Background: an optimization exercise with open tools, aiming at small area and few clock cycles per item. Do not read the settings as production practice.
At most, simulation tests tie the RTL to the original design; equivalence was not proved.
Only the layout flow was run in run 2; the RTL was not checked for function there.
No activity file was given, so power comes from the tool's default toggle rates.

--- design/flow/design.v ---
`timescale 1ns/1ps
module dep_layer_top (
  input  logic         i_clk,
  input  logic         i_rst_n,
  input  logic         i_rule_wren,
  input  logic [31:0]  i_rule_addr,
  input  logic [31:0]  i_rule_wdata,
  input  logic         i_valid,
  output logic         o_ready,
  input  logic [207:0] i_beat,
  output logic         o_valid,
  input  logic         i_ready,
  output logic [207:0] o_beat
);
  localparam int RULE_NUM = 8;
  logic [RULE_NUM-1:0] rule_valid;
  logic [15:0]         rule_a0  [RULE_NUM];
  logic [15:0]         rule_a1  [RULE_NUM];
  logic [14:0]         rule_act [RULE_NUM];
  logic [2:0] wr_idx;
  logic       wr_act;
  assign wr_act = i_rule_addr[0];
  assign wr_idx = i_rule_addr[3:1];
  always_ff @(posedge i_clk) begin
    if (!i_rst_n) begin
      rule_valid <= '0;
    end else if (i_rule_wren && wr_act) begin
      rule_valid[wr_idx] <= i_rule_wdata[31];
    end
  end
  always_ff @(posedge i_clk) begin
    if (i_rule_wren) begin
      if (wr_act) begin
        rule_act[wr_idx] <= i_rule_wdata[30:16];
      end else begin
        rule_a0[wr_idx] <= ~(i_rule_wdata[15:0] &  i_rule_wdata[31:16]);
        rule_a1[wr_idx] <= ~(i_rule_wdata[15:0] & ~i_rule_wdata[31:16]);
      end
    end
  end
  logic [2:0]          type_off;
  logic [15:0]         head [8];
  logic [15:0]         meta [4];
  logic [15:0]         type_field;
  logic [RULE_NUM-1:0] rule_match;
  logic [14:0]         act;
  assign type_off = i_beat[199:197];
  always_comb begin
    for (int k = 0; k < 8; k++) head[k] = i_beat[196 - 16*k -: 16];
    for (int k = 0; k < 4; k++) meta[k] = i_beat[68 - 16*k -: 16];
  end
  assign type_field = head[type_off];
  always_comb begin
    for (int i = 0; i < RULE_NUM; i++) begin
      rule_match[i] = rule_valid[i] &&
        (&((type_field & rule_a1[i]) | (~type_field & rule_a0[i])));
    end
  end
  always_comb begin
    act = '0;
    for (int i = RULE_NUM - 1; i >= 0; i--) begin
      if (rule_match[i]) act = rule_act[i];
    end
  end
  logic [2:0]  sh;
  logic        en1, en0;
  logic [2:0]  dst1, dst0;
  logic [15:0] m1, m0;
  logic [15:0] slot [8];
  assign sh   = act[14:12];
  assign en1  = act[11];
  assign dst1 = act[10:8];
  assign m1   = meta[act[7:6]];
  assign en0  = act[5];
  assign dst0 = act[4:2];
  assign m0   = meta[act[1:0]];
  always_comb begin
    for (int s = 0; s < 8; s++) begin
      logic r1, r0;
      r1 = en1 && ({1'b0, dst1} == 4'(s) + {1'b0, sh});
      r0 = en0 && ({1'b0, dst0} == 4'(s) + {1'b0, sh}) && !r1;
      slot[s] = ({16{r1}} & m1) | ({16{r0}} & m0);
      for (int j = s; j < 8; j++) begin
        if (!r1 && !r0 && sh == 3'(j - s)) slot[s] = slot[s] | head[j];
      end
    end
  end
  logic [207:0] result;
  logic         load;
  always_comb begin
    result = i_beat;
    for (int s = 0; s < 8; s++) result[196 - 16*s -: 16] = slot[s];
  end
  assign o_ready = !o_valid || i_ready;
  assign load    = i_valid && o_ready;
  always_ff @(posedge i_clk) begin
    if (!i_rst_n) begin
      o_valid <= 1'b0;
    end else if (o_ready) begin
      o_valid <= i_valid;
    end
  end
  always_ff @(posedge i_clk) begin
    if (load) begin
      o_beat <= result;
    end
  end
endmodule
--- design/flow/run.sh ---
#!/bin/bash
# synth_recipe.tcl (not shown) runs the flow's synth.tcl, then flattens the netlist and writes it again
# the make line also repeats each setting of config.mk as NAME=value (left out here)
make -C /OpenROAD-flow-scripts/flow DESIGN_CONFIG=/design/flow/config.mk WORK_HOME=/design/flow/orfs CLKGATE_MAP_FILE= SYNTH_SCRIPT=/design/flow/synth_recipe.tcl finish
--- design/flow/constraint.sdc ---
create_clock -name core_clock -period 10.0 [get_ports {i_clk}]
set_input_delay 2.0000 -clock core_clock [delete_from_list [all_inputs] [get_ports {i_clk}]]
set_output_delay 2.0000 -clock core_clock [all_outputs]
set_load 0.01 [all_outputs]
--- design/flow/config.mk ---
export PLATFORM = sky130hd
export DESIGN_NAME = dep_layer_top
export DESIGN_NICKNAME = dep_layer_top
export VERILOG_FILES = /design/flow/design.v
export SDC_FILE = /design/flow/constraint.sdc
export NUM_CORES = 4
export LEC_CHECK = 0
export CAP_MARGIN = 20
export CORE_MARGIN = 2
export CORE_UTILIZATION = 40
export SLEW_MARGIN = 20
==> impl_metrics.ini, run 1 <==
[run_status]
outcome = timing/DRC/antenna clean

[job]
maxCapViolCount = 0

[sta]
tns_ps = 0
clock_skew_ps = 73.0
fin_crit_sh_pct = 87.1
drv_slew = 0
fin_crit_ps = 8710
tightest_slew_ps = 1220
finalHoldViolCount = 0
fmaxAchievable_ghz = 0.115
relSlewSlack_pct = 18.5
rsz0062_at_grt = no
setup_viol = 0

[setup_path]
cp-startpoint = i_beat[199]
r2r_end = o_beat[144]
worstPathRequired_ps = 10360
worst-path-max-fanout = 24
path_depth = 18
cp.arrival_ps = 9070
crit_end = o_beat[144]
cp-end-kind = register
cp-start-kind = input port
path_cells = clkdlybuf4s50_1 > buf_4 > nand2b_1 > o22ai_1 > o311ai_0 > or3_1 > nor4_1 > buf_4 > nand3_1 > nor2_1 > nor4_1 > o41a_2 > or4_1 > and4b_1 > o211a_1 > buf_12 > a211oi_1 > o22ai_1
r2r_start = rule_a0[4][7]
crit_family = simple AND/OR/NAND/NOR gates
regToRegSetupSlack_ps = 4090
slowest_stage = or4_1
timing.setup.critical_path_class = in2reg
worst-r2r-cell-count = 16
crit_buf_inv = 4
slowest_delay_ps = 690

[floorplan]
rows = 106
dieArea_um2 = 86400
coreArea_um2 = 83400
io_pins = 487
die_y_um = 294
fp.dieW_um = 294
start_util_pct = 40.3

[clock_tree]
cts_setup_buffers = 0
cts_made_buffers = 68
holdBufCountCts = 0
cts_tree = yes
cts.sinks = 593
htreeDepth = 3
clock_path_buffers = 3
post_cts_resized = 0
clockRootBuffer = clkbuf_16
path_clk_slew_ps = 60
clock_latency_ps = 670

[route]
routed_via_density = 6.40
ant_nets = 0
first_pass_iters = 6
wl_um = 157000
wl_per_cell_um = 34.3
via_count = 29214
drtIter0Drc = 3580
drc_errors = 0

[final_layout]
fin_cells = 4566
drive_gt1_share_pct = 14.7
syn_to_final_growth_pct = 28.0
final_common_cell = edfxtp_1
n_fill_cell = 7264
final_nets = 3711
final_cell_mix = edfxtp_1, clkdlybuf4s50_1, mux2i_1

[min_path]
hp-class = reg2reg

[synth]
ys_warn_count = 4
synth-main-ff-cell = edfxtp_1
synth_edf_count = 584
synthCells = 2882
yosysSeqAreaShare_pct = 52.7
synth_seq_cells = 593
syn_avg_cell_area_um2 = 11.7
syn-num-nets = 3169
async_flop_share_pct = 0
synth_area_um2 = 33600
synth_cell_type_count = 107

[global_route]
grt_max_degree = 180
grt_pass1_wl_um = 216000
antenna_found_initial = 21
grt_usage_pct = 35.3
grt_pass1_vias = 27728
grt_overflow = 0

[power]
pwr-share-comb_pct = 12.4
p_sw_mw = 1.59
switching_share_pct = 25.8
power_frac_seq_pct = 46.3
p_int_mw = 4.58
p_leak_nw = 16.6
p_clk_share_pct = 41.3
irDropWorstVdd_mv = 0.160
power.density_nw_per_um2 = 143

[placement]
place.gp.congestion = 0.996
dp_cells = 4434
portBuffers = 458
dp_hpwl_um = 119000
==> worst min-delay path, delay by kind of cell (launching register included) <==
kind            cells  cell delay, ps
compound gates      1              70
simple gates        1              50
flops               1             330
==> per-stage QoR <==
stage / worst slack [ps] / util (%) / hold slack (ps) / area, um2 / power, mW
finish: 1290 / 51.6 / 499 / 43000 / 6.17
detailed placement: 801 / 48.8 / 500 / 40700 / 3.66
global route: 1070 / 51.5 / 526 / 43000 / 6.33
floorplan: 1740 / - / 455 / 33600 / 3.21
CTS: 1440 / 51.5 / 504 / 43000 / 6.18
global placement: 837 / 48.8 / 490 / 40700 / 3.65
==> Yosys cell counts, types with 38 or more instances <==
library cell / instances / area [um2]
a211oi_1: 59 / 443
a22oi_1: 52 / 390
mux2i_1: 403 / 4030
nor3_1: 57 / 285
o211ai_1: 42 / 315
o22ai_1: 41 / 257
nand2b_1: 45 / 282
a21oi_1: 78 / 390
edfxtp_1: 584 / 17500
nor2_1: 145 / 544
o21ai_0: 114 / 571
nand2_1: 224 / 841
mux2_2: 92 / 1040
clkbuf_1: 129 / 484
nand3_1: 88 / 440
nor4_1: 38 / 238
==> per-layer routing <==
metal / vias up / GRT usage, % / share of wire, %
met4: 18 / 16.7 / 5.4
met1: 14568 / 45.0 / 39
met5: - / 0 / 0.083
met2: 1776 / 57.8 / 47
met3: 379 / 6.92 / 8.8
li1: 12473 / - / -
==> how the worst min path moves through the flow <==
stage	from	to	slack, ps	cells after the start
after floorplan	rule_valid[5]	rule_valid[5]	450	2
after global placement	rule_valid[5]	rule_valid[5]	490	2
after detailed placement	rule_valid[5]	rule_valid[5]	500	2
after CTS	rule_valid[5]	rule_valid[5]	500	2
after global routing	rule_valid[5]	rule_valid[5]	530	2
final	rule_valid[5]	rule_valid[5]	500	2
==> cells by family (layout without fill, tap and decap cells) <==
logic type | count (synthesis) | count (layout) | share of synthesized area (%)
other | 0 | 12 | 0
flip-flops | 593 | 593 | 52.7
XOR/XNOR | 19 | 19 | 0.577
AO/OA/AOI/OAI | 682 | 682 | 15.0
multiplexers | 500 | 500 | 15.3
buffers and inverters | 234 | 826 | 3.05
adder cells (fa/ha/maj) | 10 | 10 | 0.372
AND/OR/NAND/NOR | 844 | 844 | 13.1
==> power by group through the flow <==
stage          logic, mW  registers [mW]  clock network [mW]
2_1_floorplan      0.275            2.94                   0
3_3_place_gp       0.740            2.91                   0
3_5_place_dp       0.748            2.91                   0
4_1_cts            0.751            2.86                2.57
5_1_grt            0.789            2.86                2.68
6_report           0.763            2.86                2.55
==> registers in the layout, summed over array words and instances (netlist names) <==
register    flops
o_beat        208
rule_a0       128
rule_valid      8
o_valid         1
rule_act      120
rule_a1       128
==> final cells by class <==
type / instances / area (um2) / share of cell area (%)
antenna: 12 / 30.0 / 0.0698
clock buffer: 82 / 1780 / 4.15
clock inverter: 38 / 474 / 1.10
inverter: 39 / 146 / 0.340
multi-input combinational: 2055 / 15100 / 35.1
sequential: 593 / 17700 / 41.2
tap: 1080 / 1350 / 3.14
timing repair buffer: 667 / 6410 / 14.9
Testbench counts, summed over its fixed seeds: cycles 4,808, items 4,800.
==> inputs of run 2 (changes only) <==
--- a/design/flow/design.v
+++ b/design/flow/design.v
@@ -75,13 +75,25 @@
   assign dst0 = act[4:2];
   assign m0   = meta[act[1:0]];
+  logic [15:0] sh1 [8];
+  logic [15:0] sh2 [8];
+  logic [15:0] sh4 [8];
   always_comb begin
     for (int s = 0; s < 8; s++) begin
-      logic r1, r0;
-      r1 = en1 && ({1'b0, dst1} == 4'(s) + {1'b0, sh});
-      r0 = en0 && ({1'b0, dst0} == 4'(s) + {1'b0, sh}) && !r1;
-      slot[s] = ({16{r1}} & m1) | ({16{r0}} & m0);
-      for (int j = s; j < 8; j++) begin
-        if (!r1 && !r0 && sh == 3'(j - s)) slot[s] = slot[s] | head[j];
-      end
+      sh1[s] = (sh[0] && s < 7) ? head[(s + 1) % 8] : head[s];
+    end
+    for (int s = 0; s < 8; s++) begin
+      sh2[s] = (sh[1] && s < 6) ? sh1[(s + 2) % 8] : sh1[s];
+    end
+    for (int s = 0; s < 8; s++) begin
+      sh4[s] = (sh[2] && s < 4) ? sh2[(s + 4) % 8] : sh2[s];
+    end
+  end
+  always_comb begin
+    for (int s = 0; s < 8; s++) begin
+      logic r1, r0, keep;
+      r1   = en1 && ({1'b0, dst1} == 4'(s) + {1'b0, sh});
+      r0   = en0 && ({1'b0, dst0} == 4'(s) + {1'b0, sh}) && !r1;
+      keep = !r1 && !r0 && (4'(s) + {1'b0, sh} < 4'd8);
+      slot[s] = ({16{r1}} & m1) | ({16{r0}} & m0) | ({16{keep}} & sh4[s]);
     end
   end
==> design/flow/flow/run.sh (new file) <==
#!/bin/bash
cp standard.sh standard_sh_copy.txt
export BUFFER_PORTS_ARGS="-buffer_cell sky130_fd_sc_hd__buf_1"
export CTS_ARGS="-sink_clustering_enable -repair_clock_nets -dont_use_dummy_load"
bash standard.sh > standard.log 2>&1
==> design/flow/standard.sh (new file) <==
#!/bin/bash
# synth_recipe.tcl (not shown) runs the flow's synth.tcl, then flattens the netlist and writes it again
# the make line also repeats each setting of config.mk as NAME=value (left out here)
make -C /OpenROAD-flow-scripts/flow DESIGN_CONFIG=/design/flow/config.mk WORK_HOME=/design/flow/orfs CLKGATE_MAP_FILE= SYNTH_SCRIPT=/design/flow/synth_recipe.tcl "${@:-finish}"
removed: design/flow/run.sh
==> run 2 against run 1 <==
Via count decreased by 10%. Fmax increased by 0.67%. Worst setup slack improved by 58 ps. Clock power decreased by 25%. First-iteration DRC count decreased by 16%. Clock skew increased by 5.1 ps. Hold slack got worse by 2.0 ps. Wire length decreased by 16%. Sequential power about the same. Cell area decreased by 12%. Non-clock buffer count decreased by 76. Critical endpoint is now o_beat[161]. Largest power group unchanged. Highest routed layer unchanged.
==> impl_metrics.ini, run 2 <==
[run_status]
outcome = timing/DRC/antenna clean

[floorplan]
rows = 105
io_pins = 487
die_y_um = 290
fp.dieW_um = 290
coreArea_um2 = 81600
dieArea_um2 = 84300
start_util_pct = 40.2

[clock_tree]
clockRootBuffer = clkbuf_16
post_cts_resized = 0
cts_tree = yes
holdBufCountCts = 0
clock_path_buffers = 3
htreeDepth = 2
cts_setup_buffers = 0
cts.sinks = 593
path_clk_slew_ps = 60
cts_made_buffers = 61
clock_latency_ps = 650

[placement]
place.gp.congestion = 1.02
dp_cells = 4158
dp_hpwl_um = 101000
portBuffers = 458

[sta]
relSlewSlack_pct = 18.9
fin_crit_sh_pct = 86.5
fmaxAchievable_ghz = 0.116
tns_ps = 0
finalHoldViolCount = 0
fin_crit_ps = 8650
setup_viol = 0
clock_skew_ps = 78.1
tightest_slew_ps = 1210
drv_slew = 0
rsz0062_at_grt = no

[synth]
async_flop_share_pct = 0
synth_cell_type_count = 121
synth_area_leaders = edfxtp_1, mux2i_1, mux2_2
yosys.area.top_type = edfxtp_1
yosysSeqAreaShare_pct = 54.0
syn_avg_cell_area_um2 = 12.4
synth_edf_count = 584
synthCells = 2648
ys_top_cells_by_count = edfxtp_1, mux2i_1, nor2_1
syn-num-nets = 2929
synth_top_area_share_pct = 53.5
synth_area_um2 = 32800
synth-main-ff-cell = edfxtp_1
synth_seq_cells = 593
synth_most_common_cell = edfxtp_1
ys_warn_count = 7

[power]
p_leak_nw = 14.1
fin_total_pwr_mw = 5.38
power.density_nw_per_um2 = 142
irDropWorstVdd_mv = 0.134

[setup_path]
cp-end-kind = register
cp.arrival_ps = 9030
worstPathRequired_ps = 10380
slowest_stage = nor3_1
slowest_delay_ps = 960
cp-start-kind = input port
path_cells = clkbuf_2 > nor2_1 > nand2_1 > a41oi_4 > mux2i_1 > nor4_1 > nand4_1 > nor2_4 > buf_4 > nor3_1 > o31a_1 > or2_0 > xnor2_1 > mux2i_1 > o211ai_2 > buf_4 > mux2i_1 > o22ai_1 > buf_4
timing.setup.critical_path_class = in2reg
worst-path-max-fanout = 23

[global_route]
grt_pass1_vias = 25430
grt_max_degree = 172
grt_usage_pct = 30.2
antenna_found_initial = 6
grt_overflow = 0
grt_pass1_wl_um = 185000

[route]
ant_nets = 0
first_pass_iters = 8
drc_errors = 0
wl_um = 131000
via_count = 26223
wl_per_cell_um = 31.1
drtIter0Drc = 2994
routed_via_density = 6.21

[final_layout]
syn_to_final_growth_pct = 15.2
final_common_cell = edfxtp_1
top_register = o_beat
fin_cells = 4223
largestRegisters = o_beat x208, rule_a0 x128, rule_a1 x128
final_cell_mix = edfxtp_1, buf_1, mux2i_1
largest_register_ffs = 208
drive_gt1_share_pct = 13.0
final_nets = 3432
n_fill_cell = 7466

[min_path]
hp-class = reg2reg

[job]
maxCapViolCount = 0
run 2: changes by cell type after synthesis, sizes merged, moves of 30 or more:
cell	before	now
o21ai	133	61
mux2i	403	466
clkbuf	130	56
nor2	146	184
a22o	35	4
nor3	57	99
a211oi	60	23
nand2	224	139
buf	65	95
run 2: cell type report:
cell class | count | area (um2) | share of cell area, %
Antenna cell | 4 | 10.0 | 0.0265
Inverter | 27 | 101 | 0.268
Timing Repair Buffer | 591 | 2850 | 7.53
Multi-Input combinational cell | 1877 | 14300 | 37.7
Sequential cell | 593 | 17700 | 46.9
Clock buffer | 61 | 1530 | 4.04
Tap cell | 1070 | 1340 | 3.54
run 2: power breakdown:
group / total, mW / internal [mW] / switching [mW]
clock: 1.92 / 1.06 / 0.864
sequential: 2.85 / 2.83 / 0.0266
combinational: 0.607 / 0.186 / 0.421
run 2: stage by stage:
step	hold slack [ps]	setup WS (ps)	area [um2]	util, %
floorplan	438	2450	32800	-
CTS	497	1670	37800	46.3
global placement	486	964	36300	44.4
detailed placement	490	1050	36300	44.4
finish	497	1350	37800	46.3
global route	527	1340	37800	46.3
run 2: layer usage:
metal	vias to the layer above	track usage [%]	wire length, um
met5	-	0	46
met3	316	5.02	10800
met1	12965	38.6	51500
met2	1510	49.7	61600
li1	11424	-	-
met4	8	14.8	7190
run 2: worst paths after layout:
check	endpoint	cells after the start	from	slack (ps)
max	o_beat[161]	19	i_beat[197]	1350
min	rule_valid[0]	2	rule_valid[0]	500
max reg2reg	o_beat[190]	16	rule_a0[7][9]	3960
min reg2reg	rule_valid[0]	2	rule_valid[0]	500
run 2: kinds of logic (layout without fill, tap and decap cells):
group | Yosys count | after routing | share of synthesized area (%)
AOI/OAI and AO/OA | 498 | 498 | 11.5
xor gates and xnor gates | 18 | 18 | 0.523
adders and majority gates | 4 | 4 | 0.153
buffers and inverters | 178 | 679 | 2.94
DFF | 593 | 593 | 54.0
muxes | 581 | 581 | 18.3
other | 0 | 4 | 0
and+or+nand+nor | 776 | 776 | 12.5
run 2: worst max-delay path, delay by kind of cell:
kind                      cells  cell delay, ps
xor gates and xnor gates      1             220
buffers and inverters         4            1130
and+or+nand+nor               7            3290
AOI/OAI and AO/OA             4            1330
muxes                         3             950
==> inputs of run 3 (changes only) <==
--- a/design/flow/design.v
+++ b/design/flow/design.v
@@ -50,5 +50,10 @@
     for (int k = 0; k < 4; k++) meta[k] = i_beat[68 - 16*k -: 16];
   end
-  assign type_field = head[type_off];
+  always_comb begin
+    type_field = '0;
+    for (int k = 0; k < 8; k++) begin
+      if (type_off == 3'(k)) type_field = type_field | head[k];
+    end
+  end
   always_comb begin
     for (int i = 0; i < RULE_NUM; i++) begin
@@ -58,7 +63,14 @@
   end
   always_comb begin
+    logic [RULE_NUM-1:0] first;
+    logic                seen;
+    seen = 1'b0;
+    for (int i = 0; i < RULE_NUM; i++) begin
+      first[i] = rule_match[i] && !seen;
+      seen     = seen || rule_match[i];
+    end
     act = '0;
-    for (int i = RULE_NUM - 1; i >= 0; i--) begin
-      if (rule_match[i]) act = rule_act[i];
+    for (int i = 0; i < RULE_NUM; i++) begin
+      act = act | ({15{first[i]}} & rule_act[i]);
     end
   end
==> design/flow/flow/run.sh (replaced) <==
#!/bin/bash
# The standard layout with three changes:
#  - synthesis maps the logic with an area-oriented ABC script (flow/abc.script)
#    in place of ORFS's speed script; everything else in synthesis is unchanged
#  - port buffers use the smallest buffer cell
#  - CTS uses small clock buffers and inserts no dummy loads
set -euo pipefail
rm -rf myscripts
cp -r "$FLOW_HOME/scripts" myscripts
cp flow/abc.script myscripts/abc_speed.script
SCRIPTS_DIR="$PWD/myscripts" bash standard.sh synth > synth_stage.log 2>&1
export BUFFER_PORTS_ARGS="-buffer_cell sky130_fd_sc_hd__buf_1"
export CTS_ARGS="-sink_clustering_enable -repair_clock_nets -dont_use_dummy_load -buf_list {sky130_fd_sc_hd__clkbuf_4 sky130_fd_sc_hd__clkbuf_8}"
bash standard.sh > standard.log 2>&1
==> design/flow/flow/abc.script (new file) <==
strash
dch -f
amap
topo
==> run 3 against run 2 <==
Total power shrank 1.7%. Synthesized area fell by 17%. Via count is 3.7% lower. Global-route usage grew 3.6 points. Clock skew grew 3.0 ps. Critical path type unchanged.
==> impl_metrics.ini, run 3 <==
[sta]
fin_crit_sh_pct = 95.0
fmaxAchievable_ghz = 0.105
setup_viol = 0
hold_ws_ps = 549
clock_skew_ps = 81.0
rsz0062_at_grt = no
tightest_slew_ps = 1250
finalHoldViolCount = 0
fin_crit_ps = 9500
drv_slew = 0
relSlewSlack_pct = 16.3

[floorplan]
io_pins = 487
die_y_um = 265
coreArea_um2 = 67200
dieArea_um2 = 70000
start_util_pct = 40.4
fp.dieW_um = 265
rows = 95

[synth]
synth-main-ff-cell = edfxtp_1
yosys.area.top_type = edfxtp_1
ys_top_cells_by_count = edfxtp_1, o22ai_1, clkinv_1
synth_top_area_share_pct = 64.6
synth_most_common_cell = edfxtp_1
syn_avg_cell_area_um2 = 12.8
ys_warn_count = 7
synth_area_leaders = edfxtp_1, o22ai_1, a222oi_1
syn-num-nets = 2410
synth_edf_count = 584
yosysSeqAreaShare_pct = 65.2
synth_seq_cells = 593
synth_area_um2 = 27200
async_flop_share_pct = 0
synth_cell_type_count = 38
synthCells = 2124

[route]
top_layer_used = met5
wl_met2_um = 55700
routed_via_density = 6.58
ant_nets = 0
wl_per_cell_um = 31.7
wl_um = 122000
drc_errors = 0
routedLengthMet1_um = 44800
first_pass_iters = 10
wl_met3_um = 12600
drtIter0Drc = 4337
via_count = 25264

[clock_tree]
cts_made_buffers = 99
cts.sinks = 593
cts_setup_buffers = 0
holdBufCountCts = 0
cts_tree = yes
clock_path_buffers = 3
clockRootBuffer = clkbuf_8
clock_latency_ps = 720
htreeDepth = 3
post_cts_resized = 0
path_clk_slew_ps = 50

[global_route]
grt_pass1_wl_um = 170000
grt_pass1_vias = 24288
grt_usage_pct = 33.7
grt_max_degree = 114
antenna_found_initial = 8
grt_overflow = 0

[min_path]
hp-class = reg2reg

[final_layout]
final_cell_mix = edfxtp_1, buf_1, buf_4
syn_to_final_growth_pct = 26.1
utilization_pct = 51.0
n_fill_cell = 6089
drive_gt1_share_pct = 15.2
top_register = o_beat
largest_register_ffs = 208
final_common_cell = edfxtp_1
largestRegisters = o_beat x208, rule_a0 x128, rule_a1 x128
final_nets = 3247
final_area_um2 = 34300
fin_cells = 3837

[setup_path]
path_common_cell = buf_4
cp-start-kind = input port
slowest_delay_ps = 690
slowest_stage = o21ai_0
cp.arrival_ps = 9920
regToRegSetupSlack_ps = 3370
worstPathRequired_ps = 10420
timing.setup.critical_path_class = in2reg
cp-end-kind = register
worst-path-max-fanout = 14

[power]
p_clk_share_pct = 33.3
p_leak_nw = 11.4
pwr-share-comb_pct = 12.5
p_int_mw = 3.90
power_frac_seq_pct = 54.2
irDropWorstVdd_mv = 0.121
p_sw_mw = 1.39
power.density_nw_per_um2 = 154
switching_share_pct = 26.3

[placement]
place_area_um2 = 32900
place.gp.congestion = 1.03
portBuffers = 458
dp_cells = 3733
dp_hpwl_um = 91100

[run_status]
outcome = timing/DRC/antenna clean

[job]
maxCapViolCount = 0
run 3: cell types whose count changed in the layout (fill, tap and decap cells not counted), sizes merged, moves of 72 or more:
cell	delta
buf	+148
o22ai	+169
nor3	-80
mux2	-115
clkinv	+223
a22oi	+72
mux2i	-466
a222oi	+110
o221ai	+98
run 3: worst paths after layout:
check / from / to / depth (start not counted)
max: i_beat[199] / o_beat[87] / 29
min: rule_valid[4] / rule_valid[4] / 2
max reg2reg: rule_a1[3][10] / o_beat[87] / 19
min reg2reg: rule_valid[4] / rule_valid[4] / 2
run 3: metal layers:
layer	GRT usage [%]	up-vias
met5	0	-
met4	20.9	6
met3	7.08	406
met2	53.8	1930
met1	42.2	12266
li1	-	10656
run 3: power groups by stage:
stage,clock network [mW],registers (mW),logic (mW)
2_1_floorplan,0,2.94,0.269
4_1_cts,1.79,2.87,0.642
3_3_place_gp,0,2.91,0.634
3_5_place_dp,0,2.91,0.640
6_report,1.76,2.87,0.660
5_1_grt,1.88,2.87,0.691
run 3: cells by family after synthesis:
| group | count (synthesis) | share of synthesized area [%] |
|---|---|---|
| and+or+nand+nor | 441 | 8.07 |
| adders and majority gates | 9 | 0.415 |
| buffers and inverters | 225 | 3.11 |
| DFF | 593 | 65.2 |
| AOI/OAI and AO/OA | 856 | 23.2 |
run 3: critical path, delay by kind of cell:
family,cells,cell delay [ps]
and+or+nand+nor,10,2830
buffers and inverters,13,2910
AOI/OAI and AO/OA,6,2170
run 3: area by class of cell:
cell class	instances	area, um2	area share [%]
Clock buffer	99	1360	3.98
Antenna cell	5	12.5	0.0365
Sequential cell	593	17700	51.7
Tap cell	873	1090	3.19
Timing Repair Buffer	736	4030	11.8
Multi-Input combinational cell	1306	9130	26.7
Inverter	225	910	2.66
run 3: stage by stage:
step / power (mW) / setup slack, ps / TNS [ps]
final: 5.29 / 499 / 0
after global routing: 5.45 / 165 / 0
after CTS: 5.30 / 741 / 0
after detailed placement: 3.55 / 4.49 / 0
after global placement: 3.55 / 156 / 0
after floorplan: 3.21 / -2280 / -167440
Testbench counts of run 3, summed over its fixed seeds: cycles 4,808, items 4,800.
==> inputs of run 4 (changes only) <==
==> design/flow/flow/abc.script (replaced) <==
strash
dch -f
map -a
topo
dnsize
==> run 4 against run 3 <==
Clock skew rose by 20 ps. Synthesized area rose by 7.4%. Total power fell by 0.12%. Critical endpoint is now o_beat[169]. Worst setup slack improved by 220 ps. Sequential share of layout area fell by 0.74 points. Sequential power barely moved. Still clean. Largest cell class unchanged.
==> impl_metrics.ini, run 4 <==
[run_status]
outcome = timing/DRC/antenna clean

[final_layout]
syn_to_final_growth_pct = 19.1
drive_gt1_share_pct = 9.25
final_nets = 3791
largestRegisters = o_beat x208, rule_a0 x128, rule_a1 x128
largest_register_ffs = 208
top_register = o_beat
final_cell_mix = nand2_1, edfxtp_1, buf_1
final_area_um2 = 34800
final_common_cell = nand2_1
fin_cells = 4471

[sta]
setup_viol = 0
finalWorstSetupSlack_ps = 715
clock_skew_ps = 101
finalHoldViolCount = 0
hold_ws_ps = 549
fin_crit_sh_pct = 92.9
tightest_slew_ps = 1240
tns_ps = 0
drv_slew = 0
fin_crit_ps = 9290
rsz0062_at_grt = no
fmaxAchievable_ghz = 0.108
relSlewSlack_pct = 16.3

[synth]
async_flop_share_pct = 0
synth_area_leaders = edfxtp_1, nand2_1, o221ai_1
ys_warn_count = 7
synthCells = 2808
synth_most_common_cell = nand2_1
synth_area_um2 = 29200
syn_avg_cell_area_um2 = 10.4
synth-main-ff-cell = edfxtp_1
synth_edf_count = 584
syn-num-nets = 3094
synth_top_area_share_pct = 60.1
ys_top_cells_by_count = nand2_1, edfxtp_1, clkinv_1
synth_cell_type_count = 42
yosys.area.top_type = edfxtp_1
yosysSeqAreaShare_pct = 60.7
synth_seq_cells = 593

[clock_tree]
holdBufCountCts = 0
clockRootBuffer = clkbuf_8
cts.sinks = 593
cts_tree = yes
clock_path_buffers = 3
clock_latency_ps = 740
post_cts_resized = 0
path_clk_slew_ps = 50
htreeDepth = 3
cts_setup_buffers = 0
cts_made_buffers = 99

[floorplan]
coreArea_um2 = 72600
die_y_um = 274
rows = 99
dieArea_um2 = 75100
io_pins = 487
start_util_pct = 40.2
fp.dieW_um = 274

[route]
drtIter0Drc = 3542
wl_per_cell_um = 27.8
via_count = 26871
ant_nets = 0
drc_errors = 0
first_pass_iters = 6
routed_via_density = 6.01
wl_um = 124000

[placement]
dp_hpwl_um = 92300
dp_cells = 4361
portBuffers = 458
place_area_um2 = 33300
place_ws_ps = 241
place.gp.congestion = 0.997

[setup_path]
cp-startpoint = i_beat[197]
r2r_end = o_beat[169]
cp.arrival_ps = 9810
worst-path-max-fanout = 10
crit_end = o_beat[169]
regToRegSetupSlack_ps = 3840
timing.setup.critical_path_class = in2reg
path_common_cell = clkinv_1
slowest_stage = nand3_1
worstPathRequired_ps = 10530
r2r_start = rule_a1[0][11]
cp-end-kind = register
slowest_delay_ps = 510
cp-start-kind = input port
worst-r2r-cell-count = 22

[power]
p_sw_mw = 1.41
power.density_nw_per_um2 = 152
pwr-share-comb_pct = 12.4
irDropWorstVdd_mv = 0.139
p_leak_nw = 11.7
p_clk_share_pct = 33.5
power_frac_seq_pct = 54.1
p_int_mw = 3.87
switching_share_pct = 26.8

[global_route]
grt_pass1_vias = 24895
antenna_found_initial = 11
grt_max_degree = 158
grt_overflow = 0
grt_pass1_wl_um = 173000
grt_usage_pct = 32.2

[job]
maxCapViolCount = 0

[min_path]
hp-class = reg2reg
[run 4: cell types whose count changed in the layout (fill, tap and decap cells not counted), moves of 53 or more]
cell,change
clkinv_1,+96
buf_4,-125
o21ai_0,+92
o221ai_1,+62
or2_2,+55
a222oi_1,-116
nand2_1,+501
o22ai_1,-188
nor2_1,+112
o211ai_1,+62
a21oi_1,+53
[run 4: area by class of cell]
cell class | count | area [um2]
well taps | 959 | 1200
clock buffers | 99 | 1360
repair buffers | 596 | 2800
multi-input cells | 1912 | 10500
flip-flops and latches | 593 | 17700
diodes | 9 | 22.5
inverters | 303 | 1140
fillers | 6969 | 37800
[run 4: layer usage]
| layer | track usage [%] | routed length, um |
|---|---|---|
| met5 | 0 | 13 |
| met4 | 19.8 | 8190 |
| met3 | 5.49 | 11600 |
| met2 | 52.9 | 58400 |
| met1 | 39.7 | 46200 |
[run 4: critical path, delay by kind of cell]
| family | cells | cell delay, ps |
|---|---|---|
| buffers and inverters | 11 | 3190 |
| AND/OR/NAND/NOR | 14 | 3260 |
| XOR/XNOR | 2 | 540 |
| AO/OA/AOI/OAI | 6 | 770 |
[run 4: metrics by stage]
step                      utilization, %  power (mW)
after floorplan                        -        3.21
after detailed placement            45.9        3.55
after global routing                47.9        5.45
final                               47.9        5.28
after CTS                           47.8        5.29
after global placement              45.9        3.54
[run 4: how the worst min path moves through the flow]
stage | from | end | slack, ps | cells after the start
2_1_floorplan | rule_valid[7] | rule_valid[7] | 460 | 2
3_3_place_gp | o_valid | o_valid | 530 | 2
3_5_place_dp | o_valid | o_valid | 540 | 2
4_1_cts | o_valid | o_valid | 540 | 2
5_1_grt | o_valid | o_valid | 580 | 2
6_report | o_valid | o_valid | 550 | 2
[run 4: kinds of logic after synthesis]
logic type,Yosys count,synth area share [%]
flops,593,60.7
mux,15,0.515
compound gates,770,18.0
xor+xnor,11,0.330
simple gates,1107,16.1
buf+inv,303,3.90
fa+ha+maj,9,0.386
[run 4: power groups by stage]
stage          clock (mW)  combinational, mW  sequential, mW
5_1_grt              1.89              0.695            2.86
6_report             1.77              0.654            2.86
2_1_floorplan           0              0.277            2.94
3_3_place_gp            0              0.637            2.91
3_5_place_dp            0              0.637            2.91
4_1_cts              1.79              0.640            2.86
==> inputs of run 5 (changes only) <==
--- a/design/flow/design.v
+++ b/design/flow/design.v
@@ -40,18 +40,22 @@
   end
   logic [2:0]          type_off;
+  logic [15:0]         in_head [8];
   logic [15:0]         head [8];
   logic [15:0]         meta [4];
   logic [15:0]         type_field;
   logic [RULE_NUM-1:0] rule_match;
+  logic [14:0]         hit_act;
   logic [14:0]         act;
+  logic [207:0]        beat_q;
   assign type_off = i_beat[199:197];
   always_comb begin
-    for (int k = 0; k < 8; k++) head[k] = i_beat[196 - 16*k -: 16];
-    for (int k = 0; k < 4; k++) meta[k] = i_beat[68 - 16*k -: 16];
+    for (int k = 0; k < 8; k++) in_head[k] = i_beat[196 - 16*k -: 16];
+    for (int k = 0; k < 8; k++) head[k] = beat_q[196 - 16*k -: 16];
+    for (int k = 0; k < 4; k++) meta[k] = beat_q[68 - 16*k -: 16];
   end
   always_comb begin
     type_field = '0;
     for (int k = 0; k < 8; k++) begin
-      if (type_off == 3'(k)) type_field = type_field | head[k];
+      if (type_off == 3'(k)) type_field = type_field | in_head[k];
     end
   end
@@ -70,7 +74,7 @@
       seen     = seen || rule_match[i];
     end
-    act = '0;
+    hit_act = '0;
     for (int i = 0; i < RULE_NUM; i++) begin
-      act = act | ({15{first[i]}} & rule_act[i]);
+      hit_act = hit_act | ({15{first[i]}} & rule_act[i]);
     end
   end
@@ -110,10 +114,5 @@
     end
   end
-  logic [207:0] result;
-  logic         load;
-  always_comb begin
-    result = i_beat;
-    for (int s = 0; s < 8; s++) result[196 - 16*s -: 16] = slot[s];
-  end
+  logic load;
   assign o_ready = !o_valid || i_ready;
   assign load    = i_valid && o_ready;
@@ -127,6 +126,11 @@
   always_ff @(posedge i_clk) begin
     if (load) begin
-      o_beat <= result;
+      beat_q <= i_beat;
+      act    <= hit_act;
     end
   end
+  always_comb begin
+    o_beat = beat_q;
+    for (int s = 0; s < 8; s++) o_beat[196 - 16*s -: 16] = slot[s];
+  end
 endmodule
==> design/flow/flow/run.sh (replaced) <==
#!/bin/bash
# The standard layout (standard.sh) with these changes:
#  - synthesis maps the logic with an area-oriented ABC script (flow/abc.script)
#    in place of ORFS's speed script, without the full-adder extraction and
#    without buffers on pass-through wires; the rest of synthesis is unchanged
#  - port buffers use the smallest buffer cell
#  - CTS uses larger sink clusters, a clkbuf_16 root and no dummy loads
# Each tool's output goes to a log in this folder and to ORFS's own logs.
set -euo pipefail
rm -rf myscripts
cp -r "$FLOW_HOME/scripts" myscripts
cp flow/abc.script myscripts/abc_speed.script
export ADDER_MAP_FILE=
export SYNTH_INSBUF=0
SCRIPTS_DIR="$PWD/myscripts" bash standard.sh synth > synth_stage.log 2>&1
export BUFFER_PORTS_ARGS="-buffer_cell sky130_fd_sc_hd__buf_1"
export CTS_ARGS="-sink_clustering_enable -repair_clock_nets -dont_use_dummy_load -sink_clustering_size 25 -sink_clustering_max_diameter 80 -buf_list {sky130_fd_sc_hd__clkbuf_8 sky130_fd_sc_hd__clkbuf_16} -root_buf sky130_fd_sc_hd__clkbuf_16"
bash standard.sh > standard.log 2>&1
==> design/flow/flow/abc.script (replaced) <==
strash
dch -f
amap -F 50 -A 30
topo
==> run 5 against run 4 <==
Still clean on timing, DRC and antenna. Count of clock-buffer cells in the layout is 62 lower. Synthesized cell count decreased by 36%. Fmax grew 21%. Critical endpoint is now o_beat[186].
==> impl_metrics.ini, run 5 <==
[synth]
syn_avg_cell_area_um2 = 14.3
synth_most_common_cell = edfxtp_1
synth_area_leaders = edfxtp_1, a222oi_1, o22ai_1
synthCells = 1795
syn-num-nets = 2072
yosys.area_share.simple_pct = 5.08
async_flop_share_pct = 0
ys_top_cells_by_count = edfxtp_1, clkinv_1, o22ai_1
ys_warn_count = 8
synth_compound_area_share_pct = 20.8
synth-main-ff-cell = edfxtp_1
synth_xor_area_share_pct = 0
synth_top_area_share_pct = 70.0
yosys.area.top_type = edfxtp_1
synth_top_family_by_area = compound AO/OA/AOI/OAI gates
synthAdderAreaFrac_pct = 0
synth_seq_cells = 608
synth_cell_type_count = 30
synth_area_um2 = 25700
synth_edf_count = 599
synth_mux_area_share_pct = 0
yosysSeqAreaShare_pct = 70.7

[final_layout]
final_nets = 2633
multi_input_comb_area_um2 = 6940
n_fill_cell = 5641
seqCellArea_um2 = 18200
drive_gt1_share_pct = 6.24
final_common_cell = edfxtp_1
largest_register_ffs = 208
final_cell_mix = edfxtp_1, buf_1, clkinv_1
syn_to_final_growth_pct = 17.6
largestRegisters = beat_q x208, rule_a0 x128, rule_a1 x128
top_register = beat_q

[floorplan]
start_util_pct = 40.6
rows = 92
fp.dieW_um = 257
die_y_um = 257
dieArea_um2 = 66300
coreArea_um2 = 63300
io_pins = 487

[global_route]
grt_usage_pct = 30.0
grt_pass1_wl_um = 143000
grt_pass1_vias = 20214
grt_overflow = 0
antenna_found_initial = 12
grt_max_degree = 191

[clock_tree]
holdBufCountCts = 0
path_clk_slew_ps = 90
cts_tree = yes
cts.sinks = 608
cts_made_buffers = 37
htreeDepth = 2
clockRootBuffer = clkbuf_16
clock_latency_ps = 620
clock_path_buffers = 3
post_cts_resized = 0
cts_setup_buffers = 0

[setup_path]
worst-r2r-cell-count = 7
cp-end-kind = output port
worstPathRequired_ps = 8000
timing.setup.critical_path_class = reg2out
cp-start-kind = register
r2r_start = rule_a0[6][6]
cp.arrival_ps = 5700
cp-startpoint = act[12]
regToRegSetupSlack_ps = 6040
worst-path-max-fanout = 93

[power]
power.density_nw_per_um2 = 170
p_leak_nw = 9.43
irDropWorstVdd_mv = 0.0869

[route]
first_pass_iters = 13
ant_nets = 0
wl_um = 103000
drtIter0Drc = 4109
wl_per_cell_um = 32.2
routed_via_density = 6.60
via_count = 21193
drc_errors = 0

[sta]
finalHoldViolCount = 0
rsz0062_at_grt = no
finalWorstSetupSlack_ps = 2300
drv_slew = 0
setup_viol = 0
fin_crit_ps = 7700
fin_crit_sh_pct = 77.0
relSlewSlack_pct = 16.6
fmaxAchievable_ghz = 0.130
tns_ps = 0
tightest_slew_ps = 1240
clock_skew_ps = 73.2

[min_path]
whs_path_depth = 2
min-delay-start = rule_valid[5]
hp-class = reg2reg

[placement]
place.gp.congestion = 0.957
place_ws_ps = 2120
portBuffers = 458
dp_hpwl_um = 71300

[run_status]
outcome = timing/DRC/antenna clean

[job]
maxCapViolCount = 0
==> run 5: worst max-delay path: stages, from the launching register on <==
cell and delay (ps):
edfxtp_1 1070, buf_4 830, a21oi_1 330, or2_0 390, nor3_1 330, nor2b_1 980, buf_4 380, a22oi_1 120
o21ai_0 390, buf_1 230
==> run 5: layout make-up <==
cell class	instances	share of cell area, %
flip-flops and latches	608	60.1
multi-input cells	953	23.0
repair buffers	522	7.34
well taps	846	3.50
clock buffers	37	3.06
inverters	234	2.91
diodes	10	0.0828
==> run 5: per-stage QoR <==
step                      instance area [um2]  utilization (%)  hold WS (ps)  std cells  total power, mW
after global routing                    30200             47.7           556       3208             5.26
after CTS                               30200             47.7           514       3198             5.12
after floorplan                         25700                -           448       1795             3.35
final                                   30200             47.7           509       3210             5.13
after detailed placement                29300             46.2           493       3161             3.70
after global placement                  29200             46.2           472       3160             3.69
==> run 5: logic make-up after synthesis <==
logic type / Yosys count
flip-flops: 608
AO/OA/AOI/OAI: 696
buffers and inverters: 234
AND/OR/NAND/NOR: 257
==> run 5: layer usage <==
metal / part of all wire, % / GRT usage [%]
met5: 0.037 / 0
met2: 46 / 48.0
met4: 7.2 / 18.6
met3: 11 / 6.55
met1: 36 / 37.2
==> run 5: where the power goes <==
part,total [mW],internal [mW],switching [mW],leakage [nW]
Combinational,0.727,0.196,0.531,3.02
Clock,1.46,0.659,0.801,0.456
Sequential,2.94,2.90,0.0437,5.96
Total,5.13,3.75,1.38,9.43
==> run 5: final timing paths <==
| kind | to |
|---|---|
| setup / recovery | o_beat[186] |
| hold / removal | rule_valid[5] |
| setup reg to reg | act[10] |
| hold reg to reg | rule_valid[5] |
Testbench counts of run 5, summed over its fixed seeds: cycles 4,808, items 4,800.
==> inputs of run 6 (changes only) <==
--- a/design/flow/design.v
+++ b/design/flow/design.v
@@ -17,8 +17,15 @@
   logic [15:0]         rule_a0  [RULE_NUM];
   logic [15:0]         rule_a1  [RULE_NUM];
-  logic [14:0]         rule_act [RULE_NUM];
+  logic [13:0]         rule_act [RULE_NUM];
   logic [2:0] wr_idx;
   logic       wr_act;
   assign wr_act = i_rule_addr[0];
+  logic [13:0] act_enc;
+  always_comb begin
+    act_enc[13:11] = i_rule_wdata[30:28];
+    act_enc[10]    = i_rule_wdata[27] || i_rule_wdata[21];
+    act_enc[9:5]   = i_rule_wdata[27] ? i_rule_wdata[26:22] : i_rule_wdata[20:16];
+    act_enc[4:0]   = i_rule_wdata[21] ? i_rule_wdata[20:16] : i_rule_wdata[26:22];
+  end
   assign wr_idx = i_rule_addr[3:1];
   always_ff @(posedge i_clk) begin
@@ -32,5 +39,5 @@
     if (i_rule_wren) begin
       if (wr_act) begin
-        rule_act[wr_idx] <= i_rule_wdata[30:16];
+        rule_act[wr_idx] <= act_enc;
       end else begin
         rule_a0[wr_idx] <= ~(i_rule_wdata[15:0] &  i_rule_wdata[31:16]);
@@ -45,6 +52,6 @@
   logic [15:0]         type_field;
   logic [RULE_NUM-1:0] rule_match;
-  logic [14:0]         hit_act;
-  logic [14:0]         act;
+  logic [13:0]         hit_act;
+  logic [13:0]         act;
   logic [207:0]        beat_q;
   assign type_off = i_beat[199:197];
@@ -76,5 +83,5 @@
     hit_act = '0;
     for (int i = 0; i < RULE_NUM; i++) begin
-      hit_act = hit_act | ({15{first[i]}} & rule_act[i]);
+      hit_act = hit_act | ({14{first[i]}} & rule_act[i]);
     end
   end
@@ -84,9 +91,9 @@
   logic [15:0] m1, m0;
   logic [15:0] slot [8];
-  assign sh   = act[14:12];
-  assign en1  = act[11];
-  assign dst1 = act[10:8];
-  assign m1   = meta[act[7:6]];
-  assign en0  = act[5];
+  assign sh   = act[13:11];
+  assign en1  = act[10];
+  assign dst1 = act[9:7];
+  assign m1   = meta[act[6:5]];
+  assign en0  = act[10];
   assign dst0 = act[4:2];
   assign m0   = meta[act[1:0]];
==> run 6 against run 5 <==
Count of clock-buffer cells in the layout is the same. Sequential power is 1% lower. Cell area down 0.62%. Sequential cell count down 9. Total power is 0.66% lower. Core utilization is essentially flat. Via count rose by 0.30%. Synthesized area shrank 0.87%. Cell count up 0.56%. Still clean on timing, DRC and antenna.
==> impl_metrics.ini, run 6 <==
[route]
drc_errors = 0
routed_via_density = 6.58
wl_um = 103000
via_count = 21256
first_pass_iters = 12
drtIter0Drc = 3489
wl_per_cell_um = 32.0
ant_nets = 0

[placement]
place.gp.congestion = 0.961
portBuffers = 458
dp_hpwl_um = 72900

[clock_tree]
clock_latency_ps = 570
clockRootBuffer = clkbuf_16
cts.sinks = 599
cts_setup_buffers = 0
path_clk_slew_ps = 90
htreeDepth = 2
cts_tree = yes
holdBufCountCts = 0
post_cts_resized = 0
clock_path_buffers = 3
cts_made_buffers = 37

[power]
p_sw_mw = 1.38
p_leak_nw = 9.36
power.density_nw_per_um2 = 170
p_clk_share_pct = 28.4
p_int_mw = 3.72
pwr-share-comb_pct = 14.6
power_frac_seq_pct = 57.0
switching_share_pct = 27.0
fin_total_pwr_mw = 5.10
irDropWorstVdd_mv = 0.142

[floorplan]
rows = 92
die_y_um = 256
dieArea_um2 = 65700
start_util_pct = 40.4
fp.dieW_um = 256
io_pins = 487
coreArea_um2 = 63000

[synth]
synth_seq_cells = 599
synth_area_um2 = 25500
ys_warn_count = 8
synth_top_area_share_pct = 69.6
ys_top_cells_by_count = edfxtp_1, clkinv_1, o22ai_1
synthCells = 1809
synth_cell_type_count = 32
async_flop_share_pct = 0
syn-num-nets = 2086
syn_avg_cell_area_um2 = 14.1
synth_most_common_cell = edfxtp_1
synth-main-ff-cell = edfxtp_1
yosysSeqAreaShare_pct = 70.3
synth_edf_count = 590
yosys.area.top_type = edfxtp_1
synth_area_leaders = edfxtp_1, a222oi_1, o22ai_1

[run_status]
outcome = timing/DRC/antenna clean

[sta]
clock_skew_ps = 56.3
setup_viol = 0
hold_ws_ps = 506
rsz0062_at_grt = no
finalHoldViolCount = 0
fin_crit_sh_pct = 77.6
tns_ps = 0
tightest_slew_ps = 1250
fmaxAchievable_ghz = 0.129
relSlewSlack_pct = 16.6
drv_slew = 0
fin_crit_ps = 7760

[min_path]
hp-class = reg2reg
hold_end = rule_valid[3]
whs_path_depth = 2
min-delay-start = rule_valid[3]

[final_layout]
final_common_cell = edfxtp_1
syn_to_final_growth_pct = 17.9
final_nets = 2652
largest_register_ffs = 208
final_cell_mix = edfxtp_1, buf_1, clkinv_1
top_register = beat_q
largestRegisters = beat_q x208, rule_a0 x128, rule_a1 x128
n_fill_cell = 5703
drive_gt1_share_pct = 6.53

[setup_path]
r2r_start = rule_a1[3][8]
worstPathRequired_ps = 8000
path_common_cell = buf_4
regToRegSetupSlack_ps = 5980
slowest_stage = nor3_2
cp-start-kind = register
cp-end-kind = output port
cp.arrival_ps = 5760
path_cells = buf_4 > clkinv_2 > buf_4 > o22ai_1 > or2_0 > nor3_2 > nor2b_1 > buf_4 > a222oi_1 > clkinv_1 > buf_1
worst-r2r-cell-count = 9
worst-path-max-fanout = 66
timing.setup.critical_path_class = reg2out
r2r_end = act[5]
slowest_delay_ps = 930

[global_route]
grt_overflow = 0
grt_pass1_wl_um = 145000
grt_usage_pct = 30.3
antenna_found_initial = 12
grt_pass1_vias = 20357
grt_max_degree = 176

[job]
maxCapViolCount = 0
-- run 6: changes by cell type after synthesis, moves of 8 or more --
cell	previous run	this run
edfxtp_1	599	590
nand2_1	42	70
a21oi_1	16	24
a222oi_1	193	183
nand2b_1	18	6
o21ai_0	83	93
-- run 6: power by group through the flow --
stage	logic (mW)	registers (mW)	clock network [mW]
6_report	0.745	2.90	1.45
5_1_grt	0.779	2.91	1.55
4_1_cts	0.724	2.90	1.46
2_1_floorplan	0.348	2.97	0
3_3_place_gp	0.716	2.95	0
3_5_place_dp	0.721	2.96	0
-- run 6: worst max-delay path by stage --
stage	startpoint	endpoint
5_1_grt	act[11]	o_beat[137]
4_1_cts	act[11]	o_beat[147]
3_5_place_dp	i_beat[197]	act[11]
2_1_floorplan	act[11]	o_beat[172]
3_3_place_gp	i_beat[198]	act[0]
6_report	act[11]	o_beat[137]
-- run 6: kinds of logic (layout without fill, tap and decap cells) --
| kind of cell | count (synthesis) | count (layout) | share of synthesized area [%] |
|---|---|---|---|
| AOI/OAI and AO/OA | 714 | 714 | 21.2 |
| DFF | 599 | 599 | 70.3 |
| and+or+nand+nor | 265 | 265 | 5.08 |
| buffers and inverters | 231 | 795 | 3.40 |
| other | 0 | 9 | 0 |
-- run 6: worst max-delay path: cells and delay by family, from the launching register on --
kind / cells / cell delay, ps
AO/OA/AOI/OAI: 2 / 850
flip-flops: 1 / 370
buffers and inverters: 6 / 2170
AND/OR/NAND/NOR: 3 / 1750
-- run 6: per-stage QoR --
stage | area, um2 | util [%] | setup WS, ps | std cells
2_1_floorplan | 25500 | - | 298 | 1809
3_3_place_gp | 29000 | 46.1 | 2160 | 3181
3_5_place_dp | 29100 | 46.1 | 2290 | 3181
4_1_cts | 30000 | 47.6 | 2440 | 3218
5_1_grt | 30000 | 47.7 | 2130 | 3227
6_report | 30000 | 47.7 | 2240 | 3228
-- run 6: routing by layer --
layer	GRT usage, %	part of all wire (%)	vias up
li1	-	-	8921
met1	37.8	36	10524
met2	49.6	47	1491
met3	5.56	10	314
met4	17.6	6.4	6
met5	0	0.035	-
-- run 6: cell type report --
class	instances	area [um2]	area share (%)
sequential	599	17900	59.6
multi-input combinational	979	6990	23.3
tap	846	1060	3.52
timing repair buffer	527	2270	7.56
inverter	231	868	2.89
clock buffer	37	926	3.08
antenna	9	22.5	0.0750
Testbench counts of run 6, summed over its fixed seeds: cycles 4,808, items 4,800.
==> inputs of run 7 (changes only) <==
--- a/design/flow/config.mk
+++ b/design/flow/config.mk
@@ -8,4 +8,5 @@
 export CAP_MARGIN = 20
 export CORE_MARGIN = 2
-export CORE_UTILIZATION = 40
+export CORE_UTILIZATION = 70
+export PLACE_DENSITY = 0.9
 export SLEW_MARGIN = 20
==> run 7 against run 6 <==
Die area decreased by 42%. Cell area decreased by 2.4%. Critical path depth increased by 6. Synthesized area unchanged. Sequential cell count unchanged. Worst setup slack got worse by 500 ps. Sequential power about the same. Non-clock buffer count decreased by 4. Sequential share of layout area increased by 1.5 points. Register-to-register slack got worse by 610 ps. Critical endpoint is now act[5].
==> impl_metrics.ini, run 7 <==
[global_route]
grt_overflow = 0
grt_usage_pct = 53.0
grt_max_degree = 157
grt_pass1_vias = 22230
grt_pass1_wl_um = 145000
antenna_found_initial = 17

[final_layout]
final_cell_mix = edfxtp_1, buf_1, clkinv_1
fin_cells = 2835
final_nets = 2639
drive_gt1_share_pct = 5.93
n_fill_cell = 1843
syn_to_final_growth_pct = 15.1
final_common_cell = edfxtp_1
largest_register_ffs = 208
top_register = beat_q
final_area_um2 = 29300
largestRegisters = beat_q x208, rule_a0 x128, rule_a1 x128

[placement]
place.gp.congestion = 1.04
dp_cells = 2793
place_ws_ps = 1850
dp_hpwl_um = 66700
place_area_um2 = 28600
portBuffers = 458

[setup_path]
worstPathRequired_ps = 10400
path_common_cell = or4_1
worst-path-max-fanout = 14
timing.setup.critical_path_class = in2reg
cp-startpoint = i_beat[199]
cp-start-kind = input port
slowest_stage = nor2b_1
slowest_delay_ps = 980
cp-end-kind = register
cp.arrival_ps = 8660
r2r_start = rule_a1[2][8]
path_cells = buf_1 > clkinv_1 > nor3_2 > buf_4 > a22o_1 > a221oi_1 > nand2_1 > o22ai_1 > or4_1 > or4_1 > or4_1 > nor4_1 > nor2b_1 > a222oi_1 > o21ai_0 > a221oi_1 > o221ai_1

[floorplan]
start_util_pct = 71.4
coreArea_um2 = 35700
io_pins = 487
die_y_um = 195
rows = 69
dieArea_um2 = 37900
fp.dieW_um = 195

[job]
maxCapViolCount = 0

[synth]
synth_seq_cells = 599
synth_edf_count = 590
yosysSeqAreaShare_pct = 70.3
ys_top_cells_by_count = edfxtp_1, clkinv_1, o22ai_1
synth_area_leaders = edfxtp_1, a222oi_1, o22ai_1
synth_area_um2 = 25500
syn-num-nets = 2086
synth_top_area_share_pct = 69.6
ys_warn_count = 8
synth-main-ff-cell = edfxtp_1
async_flop_share_pct = 0
yosys.area.top_type = edfxtp_1
syn_avg_cell_area_um2 = 14.1
synth_most_common_cell = edfxtp_1
synth_cell_type_count = 32
synthCells = 1809

[sta]
setup_viol = 0
fin_crit_sh_pct = 82.6
fin_crit_ps = 8260
finalHoldViolCount = 0
drv_slew = 0
tightest_slew_ps = 1210
relSlewSlack_pct = 19.4
tns_ps = 0
fmaxAchievable_ghz = 0.121
finalWorstSetupSlack_ps = 1740
rsz0062_at_grt = no
clock_skew_ps = 37.2
hold_ws_ps = 537

[min_path]
hp-class = reg2reg
min-delay-start = rule_valid[0]

[clock_tree]
cts.sinks = 599
holdBufCountCts = 0
cts_made_buffers = 28
cts_setup_buffers = 0
clockRootBuffer = clkbuf_16
clock_latency_ps = 620
cts_tree = yes
post_cts_resized = 0
clock_path_buffers = 3
path_clk_slew_ps = 100
htreeDepth = 1

[power]
p_clk_share_pct = 25.5
p_leak_nw = 9.24
irDropWorstVdd_mv = 0.195
power_frac_seq_pct = 59.0
switching_share_pct = 27.8
p_int_mw = 3.56
pwr-share-comb_pct = 15.5
p_sw_mw = 1.37
power.density_nw_per_um2 = 168

[route]
via_count = 23422
drtIter0Drc = 5892
drc_errors = 0
wl_per_cell_um = 36.3
first_pass_iters = 17
routed_via_density = 8.26
wl_um = 103000
ant_nets = 0

[run_status]
outcome = timing/DRC/antenna clean
[run 7: cell counts after synthesis]
No cell type changed its count.
[run 7: worst paths after layout]
check                  end  slack, ps  cells after the start
max                 act[5]       1740                     17
min          rule_valid[0]        540                      2
max reg2reg         act[5]       5370                     10
min reg2reg  rule_valid[0]        540                      2
[run 7: metal layers]
| layer | vias up | GRT usage [%] | wire length [um] |
|---|---|---|---|
| li1 | 8876 | - | - |
| met1 | 10749 | 63.1 | 29000 |
| met2 | 3014 | 80.2 | 45100 |
| met3 | 773 | 17.8 | 17900 |
| met4 | 10 | 41.0 | 11000 |
| met5 | - | 0.894 | 101 |
[run 7: worst max-delay path: cells and delay by family]
family / cells / cell delay [ps]
AND/OR/NAND/NOR: 7 / 4440
buffers and inverters: 3 / 1070
AO/OA/AOI/OAI: 7 / 1100
[run 7: cells by family (layout without fill, tap and decap cells)]
kind of cell	Yosys count	count (layout)	share of synthesized area [%]
flip-flops	599	599	70.3
AO/OA/AOI/OAI	714	714	21.2
buffers and inverters	231	782	3.40
other	0	14	0
AND/OR/NAND/NOR	265	265	5.08
[run 7: cell type report]
class	count	area (um2)	area share (%)
inverter	231	868	2.96
timing repair buffer	523	2220	7.58
tap	461	577	1.97
sequential	599	17900	61.1
clock buffer	28	701	2.39
antenna	14	35.0	0.120
multi-input combinational	979	7000	23.9
[run 7: power groups by stage]
stage / Combinational (mW) / Sequential, mW / Clock [mW]
6_report: 0.765 / 2.91 / 1.25
5_1_grt: 0.776 / 2.91 / 1.28
4_1_cts: 0.709 / 2.90 / 1.22
3_5_place_dp: 0.696 / 2.96 / 0
3_3_place_gp: 0.672 / 2.95 / 0
2_1_floorplan: 0.348 / 2.97 / 0
[run 7: per-stage QoR]
| stage | utilization (%) | power, mW |
|---|---|---|
| 3_5_place_dp | 80.1 | 3.65 |
| 5_1_grt | 82.2 | 4.97 |
| 4_1_cts | 82.1 | 4.83 |
| 2_1_floorplan | - | 3.32 |
| 3_3_place_gp | 80.0 | 3.62 |
| 6_report | 82.2 | 4.93 |
==> inputs of run 8 (changes only) <==
--- a/design/flow/config.mk
+++ b/design/flow/config.mk
@@ -8,5 +8,5 @@
 export CAP_MARGIN = 20
 export CORE_MARGIN = 2
-export CORE_UTILIZATION = 70
-export PLACE_DENSITY = 0.9
+export CORE_UTILIZATION = 60
+export PLACE_DENSITY = 0.8
 export SLEW_MARGIN = 20
==> run 8 against run 7 <==
Sequential cell count is the same. Worst setup slack better by 700 ps. Clock power up 3%. Highest routed layer unchanged.
==> impl_metrics.ini, run 8 <==
[synth]
synth_area_leaders = edfxtp_1, a222oi_1, o22ai_1
yosys.area.top_type = edfxtp_1
synth_most_common_cell = edfxtp_1
synth_edf_count = 590
synth_seq_cells = 599
ys_warn_count = 8
synthCells = 1809
syn-num-nets = 2086
synth_cell_type_count = 32
synth_top_area_share_pct = 69.6
ys_top_cells_by_count = edfxtp_1, clkinv_1, o22ai_1
yosysSeqAreaShare_pct = 70.3
synth-main-ff-cell = edfxtp_1
synth_area_um2 = 25500
async_flop_share_pct = 0
syn_avg_cell_area_um2 = 14.1

[power]
p_leak_nw = 9.25
irDropWorstVdd_mv = 0.242
fin_total_pwr_mw = 4.92
power.density_nw_per_um2 = 167

[sta]
drv_slew = 0
rsz0062_at_grt = no
clock_skew_ps = 84.6
tns_ps = 0
fmaxAchievable_ghz = 0.132
fin_crit_ps = 7560
finalWorstSetupSlack_ps = 2440
setup_viol = 0
relSlewSlack_pct = 21.2
finalHoldViolCount = 0
fin_crit_sh_pct = 75.6
hold_ws_ps = 497
tightest_slew_ps = 1170

[placement]
place_area_um2 = 28600
place_ws_ps = 1910
place.gp.congestion = 0.993
dp_cells = 2873
portBuffers = 458
dp_hpwl_um = 66000

[clock_tree]
cts_tree = yes
clock_latency_ps = 640
cts_made_buffers = 31
htreeDepth = 1
holdBufCountCts = 0
path_clk_slew_ps = 90
post_cts_resized = 0
clock_path_buffers = 3
clockRootBuffer = clkbuf_16
cts.sinks = 599
cts_setup_buffers = 0

[min_path]
whs_path_depth = 2
hp-class = reg2reg
hold_end = rule_valid[2]
min-delay-start = rule_valid[2]

[final_layout]
multi_input_comb_area_um2 = 6980
final_cell_mix = edfxtp_1, buf_1, clkinv_1
syn_to_final_growth_pct = 15.6
seqCellArea_um2 = 17900
largest_register_ffs = 208
drive_gt1_share_pct = 6.17
final_common_cell = edfxtp_1
final_area_um2 = 29400
top_register = beat_q
n_fill_cell = 2914
final_nets = 2644
largestRegisters = beat_q x208, rule_a0 x128, rule_a1 x128
utilization_pct = 70.2
fin_cells = 2910

[floorplan]
dieArea_um2 = 44100
die_y_um = 210
fp.dieW_um = 210
io_pins = 487
coreArea_um2 = 41900
rows = 75
start_util_pct = 60.7

[global_route]
grt_max_degree = 81
grt_overflow = 0
grt_pass1_wl_um = 132000
grt_usage_pct = 41.3
grt_pass1_vias = 20142
antenna_found_initial = 11

[route]
routedLengthMet1_um = 29900
drtIter0Drc = 4120
via_count = 21708
wl_met3_um = 11900
ant_nets = 0
routed_via_density = 7.46
wl_met2_um = 44500
wl_per_cell_um = 32.3
wl_um = 94100
drc_errors = 0
top_layer_used = met5
first_pass_iters = 17

[setup_path]
path_common_cell = buf_4
r2r_start = rule_a1[2][8]
regToRegSetupSlack_ps = 5910
slowest_delay_ps = 790
r2r_end = act[2]
crit_family = buffers and inverters
worst-path-max-fanout = 42
worstPathRequired_ps = 8000
worst-r2r-cell-count = 10
cp-start-kind = register
cp.arrival_ps = 5560
crit_buf_inv = 7
timing.setup.critical_path_class = reg2out
slowest_stage = a2111oi_4
path_cells = buf_4 > clkinv_2 > nor2_1 > clkinv_1 > a2111oi_4 > buf_4 > nor2_1 > buf_4 > a222oi_1 > clkinv_1 > buf_1
cp-end-kind = output port

[job]
maxCapViolCount = 0

[run_status]
outcome = timing/DRC/antenna clean
[run 8: tightest hold or removal path: cells and delay by family (launching register included)]
kind	cells	cell delay (ps)
AND/OR/NAND/NOR	1	70
flip-flops	1	330
AO/OA/AOI/OAI	1	60
[run 8: per-layer routing]
layer / vias to the layer above / track usage (%)
met5: - / 0
met4: 10 / 26.7
li1: 8886 / -
met2: 1969 / 68.5
met3: 459 / 9.77
met1: 10384 / 48.9
[run 8: cells by family after synthesis]
logic type | synth area share, %
AND/OR/NAND/NOR | 5.08
buffers and inverters | 3.40
AO/OA/AOI/OAI | 21.2
flip-flops | 70.3
[run 8: final cells by class]
| cell class | count | area share [%] |
|---|---|---|
| flip-flops and latches | 599 | 60.8 |
| well taps | 539 | 2.29 |
| inverters | 231 | 2.95 |
| clock buffers | 31 | 2.64 |
| repair buffers | 525 | 7.55 |
| diodes | 6 | 0.0510 |
| multi-input cells | 979 | 23.7 |
[run 8: worst max path at each step]
stage / from / end / slack [ps] / cells after the start
2_1_floorplan: act[11] / o_beat[172] / 300 / 7
3_3_place_gp: i_beat[197] / act[6] / 2070 / 14
3_5_place_dp: i_beat[197] / act[2] / 1910 / 17
4_1_cts: i_beat[197] / act[3] / 2460 / 17
5_1_grt: act[11] / o_beat[165] / 2330 / 11
6_report: act[11] / o_beat[165] / 2440 / 11
[run 8: where the power goes]
part	internal, mW	switching, mW
logic	0.197	0.531
registers	2.86	0.0448
clock network	0.548	0.739

==> re-timing with driven ports <==
The results above use ideal ports. As a check the final layouts listed here were re-extracted and re-timed, cells and wires unchanged. Step 1: set_driving_cell puts a clkbuf_16 on i_clk and a buf_2 on each other input, an assumption about the parent block. Step 2 also shifts input and output timing later by t, the mid clock arrival at the registers, as if the neighbouring blocks saw the same clock. Three values: no drivers, after step 1, after step 2; two values: the first two.
run	t, ns	setup WS [ns]	hold WS [ns]
run 1	0.696	1.294 / 1.337 / 0.642	0.499 / 0.499 / 0.499
run 2	0.678	1.352 / 1.390 / 0.712	0.497 / 0.497 / 0.497
run 3	0.742	0.499 / 0.531 / -0.210	0.549 / 0.549 / 0.549
run 4	0.754	0.715 / 0.748 / -0.005	0.549 / 0.549 / 0.549
run 5	0.645	2.304 / 2.244 / 2.069	0.509 / 0.509 / 0.509
run 6	0.612	2.243 / 2.185 / 2.329	0.506 / 0.506 / 0.506
run 7	0.655	1.742 / 1.771 / 1.116	0.537 / 0.537 / 0.537
run 8	0.662	2.444 / 2.387 / 1.877	0.497 / 0.497 / 0.497
Met with ideal ports but missed after step 2: setup timing in run 3 and run 4. For run 4, which loses most, drivers alone change the setup slack by +0.033 ns; drivers and shift together by -0.720 ns.
